What follows belongs to an exercise in optimizing a design on an open flow for small area; a production flow would make more cautious choices. Only simulation tests tie the RTL to the original design; equivalence was not proved.

==> inputs of v2 <==
## concat_stream_buffer
module concat_stream_buffer #(
    parameter int DATA_WIDTH = 16,
    parameter int X_LEN      = 6,
    parameter int H_LEN      = 64,
    parameter int ADDR_WIDTH = 8
) (
    input  logic                         clk,
    input  logic                         rst,
    input  logic                         x_wr_en,
    input  logic [ADDR_WIDTH-1:0]        x_wr_addr,
    input  logic signed [DATA_WIDTH-1:0] x_wr_data,
    input  logic                         h_wr_en,
    input  logic [ADDR_WIDTH-1:0]        h_wr_addr,
    input  logic signed [DATA_WIDTH-1:0] h_wr_data,
    input  logic                         swap,
    input  logic                         rd_start,
    output logic signed [DATA_WIDTH-1:0] rd_data,
    output logic                         rd_valid,
    output logic                         rd_last,
    output logic                         rd_busy,
    output logic                         wr_bank
);
==> module concat_stream_buffer, before the edit <==
module concat_stream_buffer #(
    parameter int DATA_WIDTH = 16,
    parameter int X_LEN      = 6,
    parameter int H_LEN      = 64,
    parameter int ADDR_WIDTH = 8
) (
    input  logic                         clk,
    input  logic                         rst,
    input  logic                         x_wr_en,
    input  logic [ADDR_WIDTH-1:0]        x_wr_addr,
    input  logic signed [DATA_WIDTH-1:0] x_wr_data,
    input  logic                         h_wr_en,
    input  logic [ADDR_WIDTH-1:0]        h_wr_addr,
    input  logic signed [DATA_WIDTH-1:0] h_wr_data,
    input  logic                         swap,
    input  logic                         rd_start,
    output logic signed [DATA_WIDTH-1:0] rd_data,
    output logic                         rd_valid,
    output logic                         rd_last,
    output logic                         rd_busy,
    output logic                         wr_bank
);
    localparam int DEPTH = X_LEN + H_LEN;
    localparam int IDX_W = (DEPTH > 1) ? $clog2(DEPTH) : 1;
    localparam logic [IDX_W-1:0]      LAST_IDX = IDX_W'(DEPTH - 1);
    localparam logic [IDX_W-1:0]      H_BASE   = IDX_W'(X_LEN);
    localparam logic [ADDR_WIDTH:0]   X_LIMIT  = (ADDR_WIDTH + 1)'(X_LEN);
    localparam logic [ADDR_WIDTH:0]   H_LIMIT  = (ADDR_WIDTH + 1)'(H_LEN);
    typedef enum logic {
        IDLE   = 1'b0,
        STREAM = 1'b1
    } state_t;
    state_t state, state_nxt;
    logic signed [DATA_WIDTH-1:0] mem [2][DEPTH];
    logic [IDX_W-1:0] rd_cnt, rd_cnt_nxt;
    logic [IDX_W-1:0] x_idx, h_idx;
    logic             x_wr_ok, h_wr_ok;
    logic             wr_bank_nxt;
    logic             swap_pend, swap_pend_nxt;
    logic             issue, issue_last;
    logic             rd_bank;
    assign x_wr_ok = x_wr_en && ({1'b0, x_wr_addr} < X_LIMIT);
    assign h_wr_ok = h_wr_en && ({1'b0, h_wr_addr} < H_LIMIT);
    assign x_idx   = IDX_W'(x_wr_addr);
    assign h_idx   = H_BASE + IDX_W'(h_wr_addr);
    assign rd_bank = ~wr_bank;
    always_ff @(posedge clk) begin
        if (x_wr_ok) begin
            mem[wr_bank][x_idx] <= x_wr_data;
        end
        if (h_wr_ok) begin
            mem[wr_bank][h_idx] <= h_wr_data;
        end
    end
    always_comb begin
        state_nxt     = state;
        rd_cnt_nxt    = rd_cnt;
        wr_bank_nxt   = wr_bank;
        swap_pend_nxt = swap_pend;
        issue         = 1'b0;
        issue_last    = 1'b0;
        case (state)
            IDLE: begin
                if (swap) begin
                    wr_bank_nxt = ~wr_bank;
                end
                if (rd_start) begin
                    state_nxt  = STREAM;
                    rd_cnt_nxt = '0;
                end
            end
            STREAM: begin
                issue = 1'b1;
                if (rd_cnt == LAST_IDX) begin
                    issue_last    = 1'b1;
                    rd_cnt_nxt    = '0;
                    swap_pend_nxt = 1'b0;
                    if (swap_pend || swap) begin
                        wr_bank_nxt = ~wr_bank;
                    end
                    state_nxt = rd_start ? STREAM : IDLE;
                end else begin
                    rd_cnt_nxt = rd_cnt + 1'b1;
                    if (swap) begin
                        swap_pend_nxt = 1'b1;
                    end
                end
            end
            default: begin
                state_nxt = IDLE;
            end
        endcase
    end
    always_ff @(posedge clk or posedge rst) begin
        if (rst) begin
            state     <= IDLE;
            rd_cnt    <= '0;
            wr_bank   <= 1'b0;
            swap_pend <= 1'b0;
            rd_data   <= '0;
            rd_valid  <= 1'b0;
            rd_last   <= 1'b0;
        end else begin
            state     <= state_nxt;
            rd_cnt    <= rd_cnt_nxt;
            wr_bank   <= wr_bank_nxt;
            swap_pend <= swap_pend_nxt;
            rd_valid  <= issue;
            rd_last   <= issue_last;
            if (issue) begin
                rd_data <= mem[rd_bank][rd_cnt];
            end
        end
    end
    assign rd_busy = (state == STREAM);
endmodule
==> flow/config.mk <==
export PLATFORM = sky130hd
export DESIGN_NAME = concat_stream_buffer
export DESIGN_NICKNAME = concat_stream_buffer
export VERILOG_FILES = /design/flow/design.v
export SDC_FILE = /design/flow/constraint.sdc
export NUM_CORES = 4
export LEC_CHECK = 0
export CAP_MARGIN = 20
export CORE_MARGIN = 2
export CORE_UTILIZATION = 40
export SLEW_MARGIN = 20
==> flow/constraint.sdc <==
create_clock -name core_clock -period 5.5 [get_ports {clk}]
set_input_delay 1.1000 -clock core_clock [delete_from_list [all_inputs] [get_ports {clk}]]
set_output_delay 1.1000 -clock core_clock [all_outputs]
set_load 0.01 [all_outputs]
run.sh (not shown) runs the stock make flow with config.mk's settings and CLKGATE_MAP_FILE= SYNTH_SCRIPT=/design/flow/synth_recipe.tcl, a recipe that flattens the netlist after the stock synthesis.
==> v9 (differences from v2) <==
==> flow/design.v (replaced) <==
module concat_stream_buffer #(
    parameter int DATA_WIDTH = 16,
    parameter int X_LEN      = 6,
    parameter int H_LEN      = 64,
    parameter int ADDR_WIDTH = 8
) (
    input  logic                         clk,
    input  logic                         rst,
    input  logic                         x_wr_en,
    input  logic [ADDR_WIDTH-1:0]        x_wr_addr,
    input  logic signed [DATA_WIDTH-1:0] x_wr_data,
    input  logic                         h_wr_en,
    input  logic [ADDR_WIDTH-1:0]        h_wr_addr,
    input  logic signed [DATA_WIDTH-1:0] h_wr_data,
    input  logic                         swap,
    input  logic                         rd_start,
    output logic signed [DATA_WIDTH-1:0] rd_data,
    output logic                         rd_valid,
    output logic                         rd_last,
    output logic                         rd_busy,
    output logic                         wr_bank
);
    localparam int DEPTH = X_LEN + H_LEN;
    localparam int IDX_W = $clog2(DEPTH);
    logic [DATA_WIDTH-1:0] mem0 [DEPTH];
    logic [DATA_WIDTH-1:0] mem1 [DEPTH];
    logic             x_ok, h_ok;
    logic [IDX_W-1:0] rd_cnt;
    logic             swap_pend;
    logic             last;
    assign x_ok = x_wr_en && (x_wr_addr < X_LEN);
    assign h_ok = h_wr_en && (h_wr_addr < H_LEN);
    for (genvar i = 0; i < DEPTH; i++) begin : g_word
        logic hit;
        logic [DATA_WIDTH-1:0] wd;
        if (i < X_LEN) begin : g_x
            assign hit = x_ok && (x_wr_addr[2:0] == i);
            assign wd  = x_wr_data;
        end else begin : g_h
            assign hit = h_ok && (h_wr_addr[5:0] == i - X_LEN);
            assign wd  = h_wr_data;
        end
        always_ff @(posedge clk) begin
            if (hit && !wr_bank) mem0[i] <= wd;
            if (hit &&  wr_bank) mem1[i] <= wd;
        end
    end
    localparam int NSRC = 2 * DEPTH;
    localparam int NGRP = (NSRC + 2) / 3;
    logic [3*NGRP-1:0] sel;
    logic [3*NGRP-1:0] src [DATA_WIDTH];
    logic [NGRP-1:0]   grp_n [DATA_WIDTH];
    logic [DATA_WIDTH-1:0] rd_word;
    for (genvar i = 0; i < DEPTH; i++) begin : g_sel
        assign sel[2*i]     = (rd_cnt == i) &&  wr_bank;
        assign sel[2*i + 1] = (rd_cnt == i) && !wr_bank;
    end
    if (3*NGRP > NSRC) begin : g_sel_pad
        assign sel[3*NGRP-1:NSRC] = '0;
    end
    for (genvar b = 0; b < DATA_WIDTH; b++) begin : g_bit
        for (genvar i = 0; i < DEPTH; i++) begin : g_src
            assign src[b][2*i]     = mem0[i][b];
            assign src[b][2*i + 1] = mem1[i][b];
        end
        if (3*NGRP > NSRC) begin : g_src_pad
            assign src[b][3*NGRP-1:NSRC] = '0;
        end
        for (genvar g = 0; g < NGRP; g++) begin : g_grp
            if (3*g + 3 <= NSRC) begin : g_3
                csb_aoi3 u_aoi (.a(src[b][3*g +: 3]), .s(sel[3*g +: 3]), .y_n(grp_n[b][g]));
            end else begin : g_2
                csb_aoi2 u_aoi (.a(src[b][3*g +: 2]), .s(sel[3*g +: 2]), .y_n(grp_n[b][g]));
            end
        end
        assign rd_word[b] = ~&grp_n[b];
    end
    assign last = (rd_cnt == IDX_W'(DEPTH - 1));
    always_ff @(posedge clk or posedge rst) begin
        if (rst) begin
            rd_busy   <= 1'b0;
            rd_cnt    <= '0;
            wr_bank   <= 1'b0;
            swap_pend <= 1'b0;
            rd_data   <= '0;
            rd_valid  <= 1'b0;
            rd_last   <= 1'b0;
        end else begin
            rd_valid <= rd_busy;
            rd_last  <= rd_busy && last;
            if (rd_busy) rd_data <= rd_word;
            if (!rd_busy) begin
                if (swap) wr_bank <= ~wr_bank;
                rd_busy <= rd_start;
                rd_cnt  <= '0;
            end else if (last) begin
                if (swap_pend || swap) wr_bank <= ~wr_bank;
                swap_pend <= 1'b0;
                rd_busy   <= rd_start;
                rd_cnt    <= '0;
            end else begin
                if (swap) swap_pend <= 1'b1;
                rd_cnt <= rd_cnt + 1'b1;
            end
        end
    end
endmodule
module csb_aoi3 (
    input  logic [2:0] a,
    input  logic [2:0] s,
    output logic       y_n
);
    assign y_n = ~|(a & s);
endmodule
module csb_aoi2 (
    input  logic [1:0] a,
    input  logic [1:0] s,
    output logic       y_n
);
    assign y_n = ~|(a & s);
endmodule
Settings changed: CORE_UTILIZATION 40 to 75, CTS_CLUSTER_DIAMETER set to 150, CTS_CLUSTER_SIZE set to 30, GPL_TIMING_DRIVEN set to 0, SETUP_SLACK_MARGIN set to 0.5, SYNTH_HIERARCHICAL set to 1, SYNTH_MINIMUM_KEEP_SIZE set to 0, TNS_END_PERCENT set to 100.
==> results.sh <==
export IMPL_power_total_uw=27200
export IMPL_nets=3982
export IMPL_clock_skew_final_ns=0.0361
export IMPL_first_iter_violations=11690
export IMPL_multiInputCombCellCount=1412
export IMPL_swShare_pct=18.9
export IMPL_setup_slack_ns=0.281
export IMPL_p_int_uw=22000
export IMPL_grt_use_met2_pct=59.6
export IMPL_worst_path_most_repeated_cell="nor2_1"
export IMPL_synthAdderAreaFrac_pct=0.0634
export IMPL_synth_compound_area_share_pct=9.73
export IMPL_h_tree_depth=3
export IMPL_slowest_stage="nor4_4"
export IMPL_routed_wl_met3_um=33200
export IMPL_status="complete, no violations"
export IMPL_seq_power_share_pct=69.8
export IMPL_rsz0062_at_grt="yes"
The numbers above come from v9.

==> results.sh <==
export IMPL_synthAdderAreaFrac_pct=0.178
export IMPL_clock_sinks=2268
export IMPL_power_total_uw=37700
export IMPL_first_iter_violations=7292
export IMPL_seq_power_share_pct=50.6
export IMPL_status="complete, no violations"
export IMPL_setup_slack_ns=0.679
export IMPL_h_tree_depth=4
export IMPL_routed_wl_met3_um=24600
export IMPL_synth_compound_area_share_pct=3.14
export IMPL_worst_path_most_repeated_cell="inv_1"
export IMPL_slowest_stage="fa_4"
export IMPL_rsz0062_at_grt="no"
export IMPL_p_int_uw=28900
export IMPL_nets=7276
export IMPL_grt_use_met2_pct=36.4
The numbers above come from v2.

afterwards: timing with drivers on the ports:
In the flow no input, the clock included, has a driving cell. The finished layouts below were timed again as built, in two steps. Step 1 sets driving cells, clkbuf_16 on the clock port and buf_2 on the other inputs (assumed; they add their load-dependent delay and slew). Step 2 times the ports against the registers' clock, not the clock port: input delays grow and output delays shrink by t, the midpoint of the rising clock arrivals with the driver on. Slacks: ideal / step 1 / step 2; pairs: ideal / step 1.
run | t (ns) | slack for setup (ns) | hold slack, ns | clock arrival spread, ns
v2 | 1.017 | 0.679 / 0.679 / -0.008 | 0.520 / 0.496 / 0.520 | 0.084 / 0.084
v9 | 0.784 | 0.281 / 0.281 / 0.281 | 0.460 / 0.460 / 0.460 | 0.042 / 0.043
Met with ideal ports but missed after step 2: setup timing in v2. The setup slack of v2, which loses most, moves by 0.000 ns with the drivers and by -0.687 ns with both steps.
